What follows belongs to an exercise in optimizing a design on an open flow for small area and a short achievable clock period; a production flow would make more cautious choices.
In this exercise RTL edits were held to simulation tests only and were not proved equivalent to the original.
No activity file was given, so power comes from the tool's default toggle rates.

== job 1564 ==
Design bpu_top, start of the top module:
module bpu_top (
   input  logic        clk_i,
   input  logic        rst_i,
   input  logic [31:0] curr_pc_i,
   output logic        pred_taken_o,
   output logic [31:0] pred_target_o,
   output logic        btb_hit_o,
   input  logic        res_valid_i,
   input  logic [31:0] res_pc_i,
   input  logic [31:0] res_target_i,
   input  logic        res_taken_i,
   input  logic        res_mispredict_i,
   output logic [31:0] mispred_cnt_o
);
   branch_predictor u_bp (.*);
endmodule
==> flow/config.mk <==
export PLATFORM = sky130hd
export DESIGN_NAME = bpu_top
export DESIGN_NICKNAME = bpu_top
export VERILOG_FILES = /design/flow/design.v
export SDC_FILE = /design/flow/constraint.sdc
export NUM_CORES = 4
export LEC_CHECK = 0
export CAP_MARGIN = 20
export CORE_MARGIN = 2
export CORE_UTILIZATION = 40
export CTS_CLUSTER_DIAMETER = 60
export CTS_CLUSTER_SIZE = 40
export SETUP_SLACK_MARGIN = 2.0
export SLEW_MARGIN = 20
export SYNTH_HIERARCHICAL = 1
==> flow/constraint.sdc <==
create_clock -name core_clock -period 7.0 [get_ports {clk_i}]
set_input_delay 1.4000 -clock core_clock [delete_from_list [all_inputs] [get_ports {clk_i}]]
set_output_delay 1.4000 -clock core_clock [all_outputs]
set_load 0.01 [all_outputs]
standard.sh (not shown) runs the stock make flow with config.mk's settings and CLKGATE_MAP_FILE= SYNTH_SCRIPT=/design/flow/synth_recipe.tcl, a recipe that flattens the netlist after the stock synthesis.
==> flow/flow/run.sh <==
#!/bin/bash
# Standard layout (the standard.sh: ORFS from synthesis to the final layout), with
# clock tree synthesis told not to add dummy balancing loads to the clock tree.
set -euo pipefail
cd "$(dirname "$0")/.."
bash standard.sh \
   CTS_ARGS="-sink_clustering_enable -repair_clock_nets -dont_use_dummy_load -sink_clustering_size 40 -sink_clustering_max_diameter 60" \
   finish > flow_make.log 2>&1
Input-level comparison between job 3413 and job 1564:
- changing SETUP_SLACK_MARGIN from 2.0 to 3.5
==> run summary <==
Per the comparison of job 3413 with job 1564, area growth from synthesis to layout higher, combinational power went up, wire length on met3 moved up, number of buffers on the longest clock path comparable. Summary: via count, job 3413 worse than job 1564. [compare] base=job 1564 new=job 3413: global-route wire length before repair increased by about 6% relative to the old numbers, die area closely matched the old numbers.
Edits applied to the flow inputs when going from job 3413 to job 8455:
- a change of SETUP_SLACK_MARGIN from 3.5 to 2.5
### Flow results
- The final layout from job 3413, which completed every stage, passed the timing, DRC and antenna checks at the end of the flow.
- Job 8455 finished every step from synthesis to the final layout, and the layout passed the timing, DRC and antenna checks.
- Worst hold margin: job 8455 vs job 3413, no meaningful difference
- Number of fill cells: job 8455 vs job 3413 up 146
- Job 8455 vs. job 3413: signed area change from the synthesized netlist to the final layout -3.5 points, clock slew at the register clock pins of the worst setup and hold paths shows a reduction of 0.02 ns, first-pass GRT wire length now smaller, count of non-CTS buffers in the layout saw a decrease, utilization has decreased.
- Job 8455 vs. job 3413: global-route usage lost 1.3 points; total power moved down; sequential power share went up by 1.9 points; combinational share of power went down by 3.1 points.
Changes in job 9781 relative to job 8455:
- SETUP_SLACK_MARGIN changed from 2.5 to 0.5
The maximum clock frequency of job 9781 is lower than that of job 8455. Diff job 8455 -> job 9781: met1 track utilization from global routing lost 1.3 points, worst-path maximum fanout up 13.

========
The RTL this note starts from:
==> flow/design.v <==
module bp_dec4 (
   input  logic [3:0]  a_i,
   output logic [15:0] y_o
);
   always_comb for (int i = 0; i < 16; i++) y_o[i] = (a_i == 4'(i));
endmodule
module bp_eq2 (
   input  logic [1:0] a_i,
   input  logic [1:0] b_i,
   output logic       y_o
);
   assign y_o = (a_i == b_i);
endmodule
module bp_nand3 (
   input  logic a_i, b_i, c_i,
   output logic y_o
);
   assign y_o = !(a_i && b_i && c_i);
endmodule
module bp_nand2 (
   input  logic a_i, b_i,
   output logic y_o
);
   assign y_o = !(a_i && b_i);
endmodule
module bp_nor3 (
   input  logic a_i, b_i, c_i,
   output logic y_o
);
   assign y_o = !(a_i || b_i || c_i);
endmodule
module bp_nor2 (
   input  logic a_i, b_i,
   output logic y_o
);
   assign y_o = !(a_i || b_i);
endmodule
module bp_nand4 (
   input  logic a_i, b_i, c_i, d_i,
   output logic y_o
);
   assign y_o = !(a_i && b_i && c_i && d_i);
endmodule
module bp_tag_hit_n (
   input  logic        en_i,
   input  logic [25:0] tag_i,
   input  logic [25:0] pc_tag_i,
   output logic        hit_n_o
);
   logic [12:0] eq2;         
   logic [4:0]  ne;          
   logic        eq_a, eq_b;
   for (genvar i = 0; i < 13; i++) begin : g_eq2
      bp_eq2 u_eq2 (.a_i(tag_i[2*i +: 2]), .b_i(pc_tag_i[2*i +: 2]), .y_o(eq2[i]));
   end
   bp_nand3 u_ne0 (.a_i(eq2[0]),  .b_i(eq2[1]),  .c_i(eq2[2]), .y_o(ne[0]));
   bp_nand3 u_ne1 (.a_i(eq2[3]),  .b_i(eq2[4]),  .c_i(eq2[5]), .y_o(ne[1]));
   bp_nand3 u_ne2 (.a_i(eq2[6]),  .b_i(eq2[7]),  .c_i(eq2[8]), .y_o(ne[2]));
   bp_nand2 u_ne3 (.a_i(eq2[9]),  .b_i(eq2[10]),               .y_o(ne[3]));
   bp_nand2 u_ne4 (.a_i(eq2[11]), .b_i(eq2[12]),               .y_o(ne[4]));
   bp_nor3  u_eqa (.a_i(ne[0]), .b_i(ne[1]), .c_i(ne[2]), .y_o(eq_a));
   bp_nor2  u_eqb (.a_i(ne[3]), .b_i(ne[4]),              .y_o(eq_b));
   bp_nand3 u_hit (.a_i(eq_a), .b_i(eq_b), .c_i(en_i), .y_o(hit_n_o));
endmodule
module bp_sel16_part (
   input  logic [15:0] d_i,
   input  logic [15:0] sel_i,
   output logic [3:0]  part_o
);
   always_comb for (int i = 0; i < 4; i++) part_o[i] = |(d_i[4*i +: 4] & sel_i[4*i +: 4]);
endmodule
module bp_mux16 (
   input  logic [15:0] d_i,
   input  logic [3:0]  sel_i,
   output logic        y_o
);
   assign y_o = d_i[sel_i];
endmodule
module bp_sel16 (
   input  logic [15:0] d_i,
   input  logic [15:0] sel_i,
   output logic        y_o
);
   assign y_o = |(d_i & sel_i);
endmodule
module bp_out4 (
   input  logic [3:0] hit_part_i,
   input  logic [3:0] bht_part_i,
   input  logic       row_valid_i,
   input  logic [3:0] target_n_i,
   input  logic [3:0] pc_plus4_n_i,
   output logic [3:0] y_o
);
   logic taken;
   assign taken = (|hit_part_i) && (|bht_part_i) && row_valid_i;
   for (genvar i = 0; i < 4; i++) begin : g_bit
      bp_mux2i u_mux (.s_i(taken), .a0_i(pc_plus4_n_i[i]), .a1_i(target_n_i[i]), .y_o(y_o[i]));
   end
endmodule
module bp_mux2i (
   input  logic s_i,
   input  logic a0_i,
   input  logic a1_i,
   output logic y_o
);
   assign y_o = !(s_i ? a1_i : a0_i);
endmodule
module branch_predictor (
   input  logic        clk_i,
   input  logic        rst_i,
   input  logic [31:0] curr_pc_i,
   output logic        pred_taken_o,
   output logic [31:0] pred_target_o,
   output logic        btb_hit_o,
   input  logic        res_valid_i,
   input  logic [31:0] res_pc_i,
   input  logic [31:0] res_target_i,
   input  logic        res_taken_i,
   input  logic        res_mispredict_i,
   output logic [31:0] mispred_cnt_o
);
   logic [15:0][15:0] bht_hi_q, bht_lo_q;    
   logic [15:0]       bht_row_valid_q;
   logic [15:0]       btb_valid_q;
   logic [15:0][25:0] btb_tag_q;
   logic [15:0][31:0] btb_target_q;
   logic [3:0]        ghr_q;
   logic [31:0]       cnt_q;
   logic [3:0]        lk_idx;
   logic [15:0]       lk_dec, lk_col_dec, entry_hit_n;
   logic [1:0][3:0]   hit_part, bht_part;   
   logic [15:0][15:0] bht_hi_t;              
   logic [15:0]       bht_row;               
   logic              row_valid;
   logic [31:0]       pc_plus4, btb_target_sel;
   assign lk_idx = curr_pc_i[5:2];
   bp_dec4 u_lk_dec  (.a_i(lk_idx),                  .y_o(lk_dec));
   bp_dec4 u_col_dec (.a_i(curr_pc_i[5:2] ^ ghr_q),  .y_o(lk_col_dec));
   for (genvar e = 0; e < 16; e++) begin : g_lk_btb
      bp_tag_hit_n u_hit (
         .en_i    (btb_valid_q[e] && lk_dec[e]),
         .tag_i   (btb_tag_q[e]),
         .pc_tag_i(curr_pc_i[31:6]),
         .hit_n_o (entry_hit_n[e])
      );
   end
   for (genvar h = 0; h < 2; h++) begin : g_hit_half
      for (genvar i = 0; i < 4; i++) begin : g_hit_part
         bp_nand4 u_part (
            .a_i(entry_hit_n[4*i]),   .b_i(entry_hit_n[4*i+1]),
            .c_i(entry_hit_n[4*i+2]), .d_i(entry_hit_n[4*i+3]),
            .y_o(hit_part[h][i])
         );
      end
   end
   assign btb_hit_o = |hit_part[0];
   for (genvar c = 0; c < 16; c++) begin : g_lk_col
      for (genvar r = 0; r < 16; r++) begin : g_t
         assign bht_hi_t[c][r] = bht_hi_q[r][c];
      end
      bp_mux16 u_row (.d_i(bht_hi_t[c]), .sel_i(curr_pc_i[9:6]), .y_o(bht_row[c]));
   end
   bp_mux16 u_row_valid (.d_i(bht_row_valid_q), .sel_i(curr_pc_i[9:6]), .y_o(row_valid));
   for (genvar h = 0; h < 2; h++) begin : g_col_half
      bp_sel16_part u_col (.d_i(bht_row), .sel_i(lk_col_dec), .part_o(bht_part[h]));
   end
   assign pc_plus4     = curr_pc_i + 32'd4;
   assign pred_taken_o = (|hit_part[0]) && (|bht_part[0]) && row_valid;
   for (genvar g = 0; g < 8; g++) begin : g_out
      bp_out4 u_out (
         .hit_part_i  (hit_part[g/4]),
         .bht_part_i  (bht_part[g/4]),
         .row_valid_i (row_valid),
         .target_n_i  (~btb_target_sel[4*g +: 4]),
         .pc_plus4_n_i(~pc_plus4[4*g +: 4]),
         .y_o         (pred_target_o[4*g +: 4])
      );
   end
   assign btb_target_sel = btb_target_q[lk_idx];
   assign mispred_cnt_o = cnt_q;
   logic [3:0]  up_row, up_col;
   logic        old_hi, old_lo, new_hi, new_lo;
   logic [15:0] col_hit, col_we, col_d_hi, col_d_lo;
   logic        up_row_valid;
   assign up_row = res_pc_i[9:6];
   assign up_col = res_pc_i[5:2] ^ ghr_q;
   assign old_hi = up_row_valid ? bht_hi_q[up_row][up_col] : 1'b0;
   assign old_lo = up_row_valid ? bht_lo_q[up_row][up_col] : 1'b1;
   assign new_hi = (old_hi & old_lo) | (res_taken_i & (old_hi | old_lo));
   assign new_lo = (old_hi & ~old_lo) | (res_taken_i & (old_hi | ~old_lo));
   assign up_row_valid = bht_row_valid_q[up_row];
   always_comb begin
      for (int c = 0; c < 16; c++) begin
         col_hit[c]  = (up_col == 4'(c));
         col_we[c]   = col_hit[c] || !up_row_valid;
         col_d_hi[c] = col_hit[c] & new_hi;
         col_d_lo[c] = ~col_hit[c] | new_lo;
      end
   end
   for (genvar r = 0; r < 16; r++) begin : g_bht_row
      logic row_we;
      assign row_we = res_valid_i && (up_row == 4'(r));
      always_ff @(posedge clk_i or posedge rst_i) begin
         if (rst_i) bht_row_valid_q[r] <= 1'b0;
         else if (row_we) bht_row_valid_q[r] <= 1'b1;
      end
      for (genvar c = 0; c < 16; c++) begin : g_bht_col
         always_ff @(posedge clk_i) begin
            if (row_we && col_we[c]) begin
               bht_hi_q[r][c] <= col_d_hi[c];
               bht_lo_q[r][c] <= col_d_lo[c];
            end
         end
      end
   end
   logic [3:0] up_btb;
   assign up_btb = res_pc_i[5:2];
   for (genvar e = 0; e < 16; e++) begin : g_btb
      logic we;
      assign we = res_valid_i && res_taken_i && (up_btb == 4'(e));
      always_ff @(posedge clk_i or posedge rst_i) begin
         if (rst_i) btb_valid_q[e] <= 1'b0;
         else if (we) btb_valid_q[e] <= 1'b1;
      end
      always_ff @(posedge clk_i) begin
         if (we) begin
            btb_tag_q[e]    <= res_pc_i[31:6];
            btb_target_q[e] <= res_target_i;
         end
      end
   end
   always_ff @(posedge clk_i or posedge rst_i) begin
      if (rst_i) begin
         ghr_q <= '0;
         cnt_q <= '0;
      end else if (res_valid_i) begin
         ghr_q <= {ghr_q[2:0], res_taken_i};
         if (res_mispredict_i) cnt_q <= cnt_q + 32'd1;
      end
   end
endmodule
module bpu_top (
   input  logic        clk_i,
   input  logic        rst_i,
   input  logic [31:0] curr_pc_i,
   output logic        pred_taken_o,
   output logic [31:0] pred_target_o,
   output logic        btb_hit_o,
   input  logic        res_valid_i,
   input  logic [31:0] res_pc_i,
   input  logic [31:0] res_target_i,
   input  logic        res_taken_i,
   input  logic        res_mispredict_i,
   output logic [31:0] mispred_cnt_o
);
   branch_predictor u_bp (.*);
endmodule
==> flow/config.mk <==
export PLATFORM = sky130hd
export DESIGN_NAME = bpu_top
export DESIGN_NICKNAME = bpu_top
export VERILOG_FILES = /design/flow/design.v
export SDC_FILE = /design/flow/constraint.sdc
export NUM_CORES = 4
export LEC_CHECK = 0
export CAP_MARGIN = 0
export CORE_MARGIN = 2
export CORE_UTILIZATION = 40
export CTS_CLUSTER_DIAMETER = 60
export CTS_CLUSTER_SIZE = 40
export SETUP_SLACK_MARGIN = 1.5
export SLEW_MARGIN = 0
export SYNTH_HIERARCHICAL = 1
==> flow/constraint.sdc <==
create_clock -name core_clock -period 7.0 [get_ports {clk_i}]
set_input_delay 1.4000 -clock core_clock [delete_from_list [all_inputs] [get_ports {clk_i}]]
set_output_delay 1.4000 -clock core_clock [all_outputs]
set_load 0.01 [all_outputs]
Scripts as last shown in full above: flow/flow/run.sh
The baseline finished clean.
==> next run, changes <==
Settings changed: CAP_MARGIN 0 to 20, CORE_UTILIZATION 40 to 55, SLEW_MARGIN 0 to 20.
Outcome:
- The changed run completed without violations
- non-clock buffer count came out higher by 30
- wire length is lower by 1.3%
- clock-buffer cell count went up by 18
- total power rose by 3.1%
- sequential power barely changes
==> next run, changes <==
Settings changed: CORE_UTILIZATION 55 to 40.
What happened: The changed run completed with no timing, DRC or antenna violations. Combinational power hardly moves. Setup slack is better by 0.065 ns. Power came out lower by about 2.7%. Via count rose by 0.76%. Routed wire length rose by 2.7%. Critical path depth is lower by 3. Area after synthesis does not change. Global-route usage decreases by 8.1 points. Count of clock-buffer cells in the layout fell by 18.
==> next run, changes <==
--- a/flow/flow/run.sh
+++ b/flow/flow/run.sh
@@ -7,0 +8 @@
+   BUFFER_PORTS_ARGS="-buffer_cell sky130_fd_sc_hd__buf_2" \
Settings changed: SETUP_SLACK_MARGIN 1.5 to 1.0.
Result: Cell count shrinks by 2.1%. Sequential share of layout area grows by 3.0 points. Cell area shrinks by 4.8%.

[static timing again, ports no longer ideal]
No port has a modelled driver above. Below, the same layouts with a new extraction and two added sets of constraints. Step 1 assumes that a clkbuf_16 drives the clock port and a buf_2 every other input. Step 2 adds t to the input delays and takes it off the output delays; t is the mean of the earliest and latest rising clock arrival at the registers after step 1. Input paths then give back, and output paths get back, about the clock's delay inside the block. Three values: no drivers, after step 1, after step 2; two values: the first two.
run | t, ns | setup WS [ns] | slew at the worst register clock pin (ns)
job 1564 | 0.778 | 1.359 / 1.199 / 1.199 | 0.10 / 0.10
job 3413 | 0.794 | 1.249 / 0.961 / 0.961 | 0.09 / 0.09
job 8455 | 0.793 | 1.469 / 1.229 / 1.229 | 0.10 / 0.10
job 9781 | 0.799 | 0.591 / 0.539 / 0.440 | 0.10 / 0.10
the first run of note 2 | 0.787 | 1.384 / 1.069 / 0.759 | 0.09 / 0.09
the second run of note 2 | 0.804 | 1.379 / 1.023 / 0.794 | 0.10 / 0.10
the third run of note 2 | 0.808 | 1.444 / 1.144 / 0.830 | 0.09 / 0.09
the fourth run of note 2 | 0.789 | 1.022 / 0.950 / 0.563 | 0.10 / 0.10
After both steps every run listed still meets setup and hold. For the first run of note 2, which loses most, drivers alone change the setup slack by -0.315 ns; drivers and shift together by -0.625 ns.
